Context: an optimization exercise on an open-source flow, tuned for small area. The choices shown serve that exercise and are no tape-out recipe.
Function was checked by simulation only, so behaviour that the tests miss may differ from the original.
Power figures rest on the tool's default switching activity, not on a simulated workload.

==> build 50: inputs <==
==> flow/design.v (excerpt) <==
module register_file_mp #(
  parameter int unsigned DATA_W   = 32,
  parameter int unsigned ADDR_W   = 5,
  parameter int unsigned NUM_RD   = 2,
  parameter int unsigned ZERO_REG = 1,
  parameter int unsigned BYPASS   = 1
) (
  input  logic                       clk,
  input  logic                       rst_n,
  input  logic [NUM_RD*ADDR_W-1:0]   raddr,
  output logic [NUM_RD*DATA_W-1:0]   rdata,
  output logic [NUM_RD-1:0]          rbusy,
  input  logic                       wren0,
  input  logic [ADDR_W-1:0]          waddr0,
  input  logic [DATA_W-1:0]          wdata0,
  input  logic                       wren1,
  input  logic [ADDR_W-1:0]          waddr1,
  input  logic [DATA_W-1:0]          wdata1,
  input  logic                       claim_en,
  input  logic [ADDR_W-1:0]          claim_addr
);
  localparam int unsigned DEPTH = 1 << ADDR_W;
  localparam int unsigned FIRST = (ZERO_REG != 0) ? 1 : 0;
  localparam int unsigned NREG  = DEPTH - FIRST;
  localparam int unsigned NTERM = NREG + 2;
  localparam int unsigned NGRP  = (NTERM + 2) / 3;
  logic                          tog_q;
  logic [DEPTH-1:0][DATA_W-1:0]  mem_q;    
  logic [DEPTH-1:0]              vld_q;
  logic [DEPTH-1:0]              busy_q;
  logic [DEPTH-1:0]              sel1, sel0, hold;
  logic [DATA_W-1:0]             wx1, wx0;  
  logic [NGRP*3-1:0][DATA_W-1:0] tdat;      
  logic [NUM_RD-1:0][NGRP*3-1:0] tsel;      
  logic [NUM_RD*DATA_W*NGRP-1:0] tyn;       
  always_ff @(posedge clk or negedge rst_n) begin
    if (!rst_n) tog_q <= 1'b0;
    else        tog_q <= !tog_q;
  end
  assign wx1 = wdata1 ^ {DATA_W{tog_q}};
  assign wx0 = wdata0 ^ {DATA_W{tog_q}};
  always_comb begin
    tdat = '0;
    for (int k = 0; k < int'(NREG); k++) tdat[k] = mem_q[FIRST + k];
    tdat[NREG]     = wx1;
    tdat[NREG + 1] = wx0;
  end
  for (genvar gr = 0; gr < int'(DEPTH); gr++) begin : g_reg
    if (gr < int'(FIRST)) begin : g_zero
  ...
==> module register_file_mp, before the edit <==
module register_file_mp #(
  parameter int unsigned DATA_W   = 32,
  parameter int unsigned ADDR_W   = 5,
  parameter int unsigned NUM_RD   = 2,
  parameter int unsigned ZERO_REG = 1,
  parameter int unsigned BYPASS   = 1
) (
  input  logic                       clk,
  input  logic                       rst_n,
  input  logic [NUM_RD*ADDR_W-1:0]   raddr,
  output logic [NUM_RD*DATA_W-1:0]   rdata,
  output logic [NUM_RD-1:0]          rbusy,
  input  logic                       wren0,
  input  logic [ADDR_W-1:0]          waddr0,
  input  logic [DATA_W-1:0]          wdata0,
  input  logic                       wren1,
  input  logic [ADDR_W-1:0]          waddr1,
  input  logic [DATA_W-1:0]          wdata1,
  input  logic                       claim_en,
  input  logic [ADDR_W-1:0]          claim_addr
);
  localparam int unsigned DEPTH = 1 << ADDR_W;
  localparam int unsigned FIRST = (ZERO_REG != 0) ? 1 : 0;
  localparam int unsigned NREG  = DEPTH - FIRST;
  localparam int unsigned NTERM = NREG + 2;
  localparam int unsigned NGRP  = (NTERM + 2) / 3;
  logic                          tog_q;
  logic [DEPTH-1:0][DATA_W-1:0]  mem_q;    
  logic [DEPTH-1:0]              vld_q;
  logic [DEPTH-1:0]              busy_q;
  logic [DEPTH-1:0]              sel1, sel0, hold;
  logic [DATA_W-1:0]             wx1, wx0;  
  logic [NGRP*3-1:0][DATA_W-1:0] tdat;      
  logic [NUM_RD-1:0][NGRP*3-1:0] tsel;      
  logic [NUM_RD*DATA_W*NGRP-1:0] tyn;       
  always_ff @(posedge clk or negedge rst_n) begin
    if (!rst_n) tog_q <= 1'b0;
    else        tog_q <= !tog_q;
  end
  assign wx1 = wdata1 ^ {DATA_W{tog_q}};
  assign wx0 = wdata0 ^ {DATA_W{tog_q}};
  always_comb begin
    tdat = '0;
    for (int k = 0; k < int'(NREG); k++) tdat[k] = mem_q[FIRST + k];
    tdat[NREG]     = wx1;
    tdat[NREG + 1] = wx0;
  end
  for (genvar gr = 0; gr < int'(DEPTH); gr++) begin : g_reg
    if (gr < int'(FIRST)) begin : g_zero
      assign mem_q[gr]  = '0;
      assign vld_q[gr]  = 1'b0;
      assign busy_q[gr] = 1'b0;
      assign sel1[gr]   = 1'b0;
      assign sel0[gr]   = 1'b0;
      assign hold[gr]   = 1'b1;
    end else begin : g_st
      logic              cl;
      logic [DATA_W-1:0] nx;
      assign sel1[gr] = wren1 && (waddr1 == ADDR_W'(gr));
      assign sel0[gr] = wren0 && (waddr0 == ADDR_W'(gr)) && !sel1[gr];
      assign hold[gr] = !(sel1[gr] || sel0[gr]);
      assign cl       = claim_en && (claim_addr == ADDR_W'(gr));
      for (genvar gb = 0; gb < int'(DATA_W); gb++) begin : g_bit
        rf_aoi222 u_nx (
          .a0(sel1[gr]), .b0(wx1[gb]),
          .a1(sel0[gr]), .b1(wx0[gb]),
          .a2(hold[gr]), .b2(mem_q[gr][gb]),
          .y (nx[gb])
        );
      end
      always_ff @(posedge clk) begin
        mem_q[gr] <= nx;
      end
      always_ff @(posedge clk or negedge rst_n) begin
        if (!rst_n) begin
          vld_q[gr]  <= 1'b0;
          busy_q[gr] <= 1'b0;
        end else begin
          vld_q[gr]  <= vld_q[gr] || !hold[gr];
          busy_q[gr] <= cl || (busy_q[gr] && !sel1[gr]);
        end
      end
    end
  end
  for (genvar gi = 0; gi < int'(NUM_RD); gi++) begin : g_rd
    logic [ADDR_W-1:0] ra;
    logic              nz, hit1, hit0, nbyp, tx, rb_c;
    assign ra   = raddr[gi*ADDR_W +: ADDR_W];
    assign nz   = (ZERO_REG == 0) || (ra != '0);
    assign hit1 = (BYPASS != 0) && rst_n && nz && wren1 && (waddr1 == ra);
    assign hit0 = (BYPASS != 0) && rst_n && nz && wren0 && (waddr0 == ra) && !hit1;
    assign nbyp = !(hit1 || hit0);
    always_comb begin
      tsel[gi] = '0;
      rb_c     = 1'b0;
      for (int k = 0; k < int'(NREG); k++) begin
        tsel[gi][k] = (ra == ADDR_W'(FIRST + k)) && vld_q[FIRST + k] && nbyp;
        rb_c        = rb_c || ((ra == ADDR_W'(FIRST + k)) && busy_q[FIRST + k]);
      end
      tsel[gi][NREG]     = hit1;
      tsel[gi][NREG + 1] = hit0;
    end
    assign tx        = (|tsel[gi]) && tog_q;
    assign rbusy[gi] = rb_c && !hit1;
    for (genvar gb = 0; gb < int'(DATA_W); gb++) begin : g_bit
      logic [NGRP-1:0] yb;
      logic [2:0]      zb;
      logic            ob;
      assign yb = tyn[(gi*DATA_W + gb)*NGRP +: NGRP];
      for (genvar gg = 0; gg < int'(NGRP); gg++) begin : g_grp
        rf_aoi222 u_t (
          .a0(tsel[gi][3*gg]),     .b0(tdat[3*gg][gb]),
          .a1(tsel[gi][3*gg + 1]), .b1(tdat[3*gg + 1][gb]),
          .a2(tsel[gi][3*gg + 2]), .b2(tdat[3*gg + 2][gb]),
          .y (tyn[(gi*DATA_W + gb)*NGRP + gg])
        );
      end
      rf_nand4 u_o0 (.a(yb[0]), .b(yb[1]), .c(yb[2]),  .d(yb[3]), .y(zb[0]));
      rf_nand4 u_o1 (.a(yb[4]), .b(yb[5]), .c(yb[6]),  .d(yb[7]), .y(zb[1]));
      rf_nand3 u_o2 (.a(yb[8]), .b(yb[9]), .c(yb[10]),            .y(zb[2]));
      rf_or3   u_o3 (.a(zb[0]), .b(zb[1]), .c(zb[2]), .y(ob));
      rf_xor2  u_o4 (.a(ob), .b(tx), .y(rdata[gi*DATA_W + gb]));
    end
  end
endmodule
Settings: LEC_CHECK=0, CAP_MARGIN=20, CORE_MARGIN=2, CORE_UTILIZATION=45, PLACE_DENSITY=0.6, SLEW_MARGIN=20, SYNTH_HIERARCHICAL=1, SYNTH_MINIMUM_KEEP_SIZE=0; clock period 8.0 ns.
standard.sh (not shown) runs the stock make flow with config.mk's settings and CLKGATE_MAP_FILE= SYNTH_SCRIPT=/design/flow/synth_recipe.tcl, a recipe that flattens the netlist after the stock synthesis.
==> flow/flow/run.sh <==
#!/bin/bash
# Layout flow: the standard ORFS flow (standard.sh, unchanged synthesis)
# with two changes:
#  * port buffers use the smallest buffer cell (buf_1);
#  * clock tree synthesis inserts no dummy balancing loads and clusters up
#    to 14 flip-flops per clkbuf_8 leaf buffer.
# ORFS keeps each step's log under orfs/logs; make's output goes to
# standard.log.
set -e
export BUFFER_PORTS_ARGS="-buffer_cell sky130_fd_sc_hd__buf_1"
export CTS_ARGS="-sink_clustering_enable -repair_clock_nets -dont_use_dummy_load -buf_list sky130_fd_sc_hd__clkbuf_8 -sink_clustering_size 14 -sink_clustering_max_diameter 90"
bash standard.sh > standard.log 2>&1
==> build 75 (differences from build 50) <==
--- a/flow/design.v
+++ b/flow/design.v
@@ -69,2 +69,13 @@
   end
+  function automatic logic [DEPTH-1:0] dec_addr(input logic en, input logic [ADDR_W-1:0] a);
+    logic [3:0] lo;
+    logic [(DEPTH/4)-1:0] hi;
+    for (int j = 0; j < 4; j++) lo[j] = en && (a[1:0] == 2'(j));
+    for (int j = 0; j < int'(DEPTH/4); j++) hi[j] = (a[ADDR_W-1:2] == (ADDR_W-2)'(j));
+    for (int r = 0; r < int'(DEPTH); r++) dec_addr[r] = lo[r % 4] && hi[r / 4];
+  endfunction
+  logic [DEPTH-1:0] wd1, wd0, cd;
+  assign wd1 = dec_addr(wren1, waddr1);
+  assign wd0 = dec_addr(wren0, waddr0);
+  assign cd  = dec_addr(claim_en, claim_addr);
   assign wx1 = wdata1 ^ {DATA_W{tog_q}};
@@ -88,6 +99,6 @@
       logic [DATA_W-1:0] nx;
-      assign sel1[gr] = wren1 && (waddr1 == ADDR_W'(gr));
-      assign sel0[gr] = wren0 && (waddr0 == ADDR_W'(gr)) && !sel1[gr];
-      assign hold[gr] = !(sel1[gr] || sel0[gr]);
-      assign cl       = claim_en && (claim_addr == ADDR_W'(gr));
+      assign sel1[gr] = wd1[gr];
+      assign sel0[gr] = wd0[gr] && !wd1[gr];
+      assign hold[gr] = !(wd1[gr] || wd0[gr]);
+      assign cl       = cd[gr];
       for (genvar gb = 0; gb < int'(DATA_W); gb++) begin : g_bit
@@ -117,2 +128,3 @@
     logic              nz, hit1, hit0, nbyp, tx, rb_c;
+    logic [DEPTH-1:0]  eq, eqb;
     assign ra   = raddr[gi*ADDR_W +: ADDR_W];
@@ -122,2 +134,4 @@
     assign nbyp = !(hit1 || hit0);
+    assign eq  = dec_addr(1'b1, ra);
+    assign eqb = dec_addr(nbyp, ra);
     always_comb begin
@@ -126,4 +140,4 @@
       for (int k = 0; k < int'(NREG); k++) begin
-        tsel[gi][k] = (ra == ADDR_W'(FIRST + k)) && vld_q[FIRST + k] && nbyp;
-        rb_c        = rb_c || ((ra == ADDR_W'(FIRST + k)) && busy_q[FIRST + k]);
+        tsel[gi][k] = eqb[FIRST + k] && vld_q[FIRST + k];
+        rb_c        = rb_c || (eq[FIRST + k] && busy_q[FIRST + k]);
       end
==> flow/flow/run.sh (replaced) <==
#!/bin/bash
# Layout flow: the standard ORFS flow (standard.sh, unchanged synthesis)
# with three changes:
#  * port buffers use the smallest buffer cell (buf_1);
#  * clock tree synthesis inserts no dummy balancing loads and clusters up
#    to 14 flip-flops per clkbuf_8 leaf buffer;
#  * global routing offers less met1/met2 capacity (flow/fastroute.tcl), to
#    ease detailed routing of the dense AOI read multiplexers.
# ORFS keeps each step's log under orfs/logs; make's output goes to
# standard.log.
set -e
export BUFFER_PORTS_ARGS="-buffer_cell sky130_fd_sc_hd__buf_1"
export CTS_ARGS="-sink_clustering_enable -repair_clock_nets -dont_use_dummy_load -buf_list sky130_fd_sc_hd__clkbuf_8 -sink_clustering_size 14 -sink_clustering_max_diameter 90"
export FASTROUTE_TCL="$PWD/flow/fastroute.tcl"
bash standard.sh > standard.log 2>&1
==> flow/flow/fastroute.tcl (new file) <==
# Global routing layers: as the platform's fastroute.tcl, but with less of
# met1 and met2 offered to signal wiring, so that global routing moves
# long wires up to the lightly used met3/met4 and leaves met1 for pin access.
set_global_routing_layer_adjustment $::env(MIN_ROUTING_LAYER)-$::env(MAX_ROUTING_LAYER) 0.2
set_global_routing_layer_adjustment met1 0.5
set_global_routing_layer_adjustment met2 0.35

set_routing_layers -clock $::env(MIN_CLK_ROUTING_LAYER)-$::env(MAX_ROUTING_LAYER)
set_routing_layers -signal $::env(MIN_ROUTING_LAYER)-$::env(MAX_ROUTING_LAYER)
Settings changed: CELL_PAD_IN_SITES_DETAIL_PLACEMENT set to 1, CELL_PAD_IN_SITES_GLOBAL_PLACEMENT set to 1.
==> summary of the runs <==
- Build 75 finished but failed the layout checks on negative setup slack. Build 50 finished with timing, DRC and antenna clean.
- Between build 50 and build 75, the lower register-to-register slack is in build 50 (gap 0.08 ns).
- Of build 75 and build 50, build 50 has the higher first-iteration DRC count (gap 32%, measured against build 50).
- Flip-flop and latch count is the same in build 75 and build 50.
- Against build 50, the clock skew of build 75 is lower by 0.014 ns.
- Against build 75, the clock-buffer cell count of build 50 is lower by 1.
- Worst setup slack: build 50 is higher than build 75 (0.20 ns).
- In final cell count, build 50 and build 75 hardly differ.
- Against build 50, the sequential power of build 75 is larger by about 0.6%.
- Against build 50, the power of build 75 is higher by about 1.2%.
- Between build 50 and build 75, the lower maximum frequency is in build 75 (gap about 2.5%, measured against build 75).
- Against build 75, the sequential share of layout area of build 50 is higher by 0.37 points.
==> figures <==
quantity	build 50	build 75
Number of buffers added by the clock tree synthesis step	85	86
Post-synthesis compound-gate area fraction	0.395	0.394
Proportion of power drawn by combinational gates	0.222	0.226
FF-to-FF setup slack	4.56 ns	4.64 ns
GRT met1 Usage	0.585	0.731
Cell Int Power	9.31 mW	9.32 mW
Number of nets produced by synthesis	3869	3824
Slew at the pin closest to its max-slew limit	1.28 ns	1.28 ns
Global-route usage over all layers	0.454	0.636
Fraction of synthesized cell area in xor and xnor cells	0.0289	0.0290
Sequential cell fraction of total power	0.583	0.579
Worst hold path startpoint	mem_q[640]	mem_q[669]
Number of antenna violations at the first check in global routing	7	28
Min cycle time layout	7.87 ns	8.07 ns
Total length of routed met3 wires	42.1 mm	55.3 mm
Arr. time, crit path	6.27 ns	6.47 ns
PnR Total Power	14.2 mW	14.4 mW
Run status	timing/DRC/antenna clean	complete, but fails checks
Layout check failures	-	negative setup slack
Number of vias in the routed layout	51733	52931
Number of standard cells in the final layout excluding fillers	5456	5457
Pwr per Cell Area	278 nW/um^2	279 nW/um^2
Die Ht	320 um	319 um
Largest stage delay on the critical path	1.16 ns	0.77 ns

[separate check: timing with driven ports]
No port has a modelled driver above. Below, the same layouts with a new extraction and two added sets of constraints.
Step 1 (the two cells are an assumption about what drives the block):
set clk [get_ports {clk}]
set_driving_cell -lib_cell sky130_fd_sc_hd__clkbuf_16 $clk
set_driving_cell -lib_cell sky130_fd_sc_hd__buf_2 [delete_from_list [all_inputs] $clk]
Step 2 times the ports against the registers' clock, not the clock port: input delays grow and output delays shrink by t, the midpoint of the rising clock arrivals with the driver on.
a / b / c = ideal ports / drivers / drivers and shift; a / b = the first two.
| run | t (ns) | setup WS [ns] | latest minus earliest clock arrival (ns) | cell pins on the clock port's net |
|---|---|---|---|---|
| build 50 | 0.833 | 0.127 / 0.093 / 0.093 | 0.132 / 0.131 | 1 |
| build 75 | 0.876 | -0.072 / -0.097 / -0.097 | 0.090 / 0.090 | 1 |
For build 50, which loses most, drivers alone change the setup slack by -0.034 ns; drivers and shift together by -0.034 ns.
